What follows belongs to an exercise in optimizing a design on an open flow for small area; a production flow would make more cautious choices. In this exercise RTL edits were held to simulation tests only and were not proved equivalent to the original. Power is estimated from default activity; no workload was simulated.

// cond_alu_shift_mult_branch_execute_unit
module cond_alu_shift_mult_branch_execute_unit (
  input  logic        clk_i,
  input  logic        rst_ni,
  input  logic        exe_valid_i,
  output logic        exe_ready_o,
  input  logic [1:0]  exe_func_i,
  input  logic [3:0]  exe_cond_i,
  input  logic [3:0]  exe_opcode_i,
  input  logic        exe_imm_operand_i,
  input  logic        exe_set_flags_i,
  input  logic [3:0]  exe_reg_n_i,
  input  logic [3:0]  exe_reg_d_i,
  input  logic [11:0] exe_operand2_i,
  input  logic        exe_accumulate_or_link_i,
  input  logic [23:0] exe_branch_offset_i,
  input  logic [31:0] exe_load_value_i,
  output logic        res_valid_o,
  input  logic        res_ready_i,
  output logic        res_executed_o,
  output logic        res_wrote_register_o,
  output logic [3:0]  res_dest_reg_o,
  output logic [31:0] res_result_o,
  output logic        res_flag_n_o,
  output logic        res_flag_z_o,
  output logic        res_flag_c_o,
  output logic        res_flag_v_o,
  output logic        res_flush_o
);
  localparam logic [1:0] PH_IDLE = 2'd0;
  localparam logic [1:0] PH_PRE  = 2'd1;
  localparam logic [1:0] PH_ALU  = 2'd2;
  logic [4:0]  c_q;
  logic [1:0]  ph_q;
  logic        clr_q;
  logic        rv_q;
  logic [3:0]  fl_q;       
  logic        last;
  logic        in_pre;
  logic        in_alu;
  assign last   = (c_q == 5'd31);
  assign in_pre = (ph_q == PH_PRE);
  assign in_alu = (ph_q == PH_ALU);
  logic [3:0]  op;
  logic [11:0] o2;
  logic        is_dp, is_mul, is_br, is_ld;
  logic        dp_ok, dp_wr, logic_op, pass, exec, wr_main, need_pre;
  logic [3:0]  target;
  assign op     = exe_opcode_i;
  assign o2     = exe_operand2_i;
  assign is_dp  = (exe_func_i == 2'd0);
  assign is_mul = (exe_func_i == 2'd1);
  assign is_br  = (exe_func_i == 2'd2);
  assign is_ld  = (exe_func_i == 2'd3);
  always_comb begin
    dp_ok    = 1'b1;
    dp_wr    = 1'b1;
    logic_op = 1'b0;
    case (op)
      4'd0, 4'd1, 4'd12, 4'd13: logic_op = 1'b1;
      4'd2, 4'd3, 4'd4:         ;
      4'd8, 4'd9: begin
        logic_op = 1'b1;
        dp_wr    = 1'b0;
      end
  ...
For scale: ~1100 cells after synthesis, roughly 600 flip-flops.
export LEC_CHECK = 0
export CAP_MARGIN = 20
export CORE_MARGIN = 2
export CORE_UTILIZATION = 70
export SLEW_MARGIN = 20
create_clock -name core_clock -period 20.0 [get_ports {clk_i}]
standard.sh (not shown) runs the stock make flow with config.mk's settings and CLKGATE_MAP_FILE= SYNTH_SCRIPT=/design/flow/synth_recipe.tcl, a recipe that flattens the netlist after the stock synthesis.
==> flow/flow/run.sh <==
#!/bin/bash
# Standard ORFS layout with three changes:
#  - synthesis maps the logic with flow/abc_area.script (through flow/my_synth.tcl,
#    which is synth_recipe.tcl plus an abc wrapper); registers are untouched
#  - the ports get buf_1 buffers
#  - CTS uses clkbuf_8 with small sink clusters and inserts no dummy loads
set -euo pipefail
export MY_ABC_SCRIPT=$PWD/flow/abc_area.script
bash standard.sh \
  "SYNTH_SCRIPT=$PWD/flow/my_synth.tcl" \
  'BUFFER_PORTS_ARGS=-buffer_cell sky130_fd_sc_hd__buf_1' \
  'CTS_ARGS=-sink_clustering_enable -repair_clock_nets -dont_use_dummy_load -buf_list sky130_fd_sc_hd__clkbuf_16 -sink_clustering_size 40 -sink_clustering_max_diameter 55' \
  finish > flow_make.log 2>&1
==> flow/flow/abc_area.script <==
strash
&get -n
&st
&syn2
&dch -f
&put
amap
topo
dnsize -c
==> flow/flow/my_synth.tcl <==
proc synth {args} { yosys synth -nofsm -noshare {*}$args }
# map the logic with the abc script named by MY_ABC_SCRIPT instead of ORFS's
proc abc {args} {
  set i [lsearch -exact $args -script]
  if { $i >= 0 && [info exists ::env(MY_ABC_SCRIPT)] } {
    lset args [expr {$i + 1}] $::env(MY_ABC_SCRIPT)
  }
  yosys abc {*}$args
}
source $::env(SCRIPTS_DIR)/synth.tcl
# left out here: clear keep_hierarchy, flatten, clean up, hide names made inside functions, write 1_2_yosys.v
The first run completed without violations.
Change:
--- a/flow/flow/run.sh
+++ b/flow/flow/run.sh
@@ -12 +12 @@
-  'CTS_ARGS=-sink_clustering_enable -repair_clock_nets -dont_use_dummy_load -buf_list sky130_fd_sc_hd__clkbuf_16 -sink_clustering_size 40 -sink_clustering_max_diameter 55' \
+  'CTS_ARGS=-sink_clustering_enable -repair_clock_nets -dont_use_dummy_load -buf_list sky130_fd_sc_hd__clkbuf_8 -sink_clustering_size 20 -sink_clustering_max_diameter 60' \
After rerunning: The new run completed with no timing, DRC or antenna violations. Wire length decreases by 12%. Die area stays the same. Total power drops by 6.0%. Core utilization fell by 0.95 points. Cell count rose by 0.56%. Synthesized cell count is unchanged. Area after synthesis does not change. Fmax climbs by 0.94%. Setup slack gains 180 ps. Register-to-register slack is about the same.

## what the ideal ports hide
Ports are ideal in the flow. The routed layouts listed here were re-timed in OpenROAD. Step 1 assumes that a clkbuf_16 drives the clock port and a buf_2 every other input. Step 2 times the ports against the registers' clock, not the clock port: input delays grow and output delays shrink by t, the midpoint of the rising clock arrivals with the driver on. Slacks: no drivers / after step 1 / after step 2; pairs: no drivers / after step 1.
| run | shift t [ns] | slack for setup (ns) | worst data-port slew with drivers (ns) | pins driven straight from the clock port |
|---|---|---|---|---|
| the first run | 0.608 | 0.854 / 0.846 / 0.239 | 0.15 | 1 |
| the second run | 0.568 | 1.033 / 1.012 / 0.445 | 0.14 | 1 |
After both steps every run listed still meets setup and hold. For the first run, which loses most, drivers alone change the setup slack by -0.008 ns; drivers and shift together by -0.615 ns.
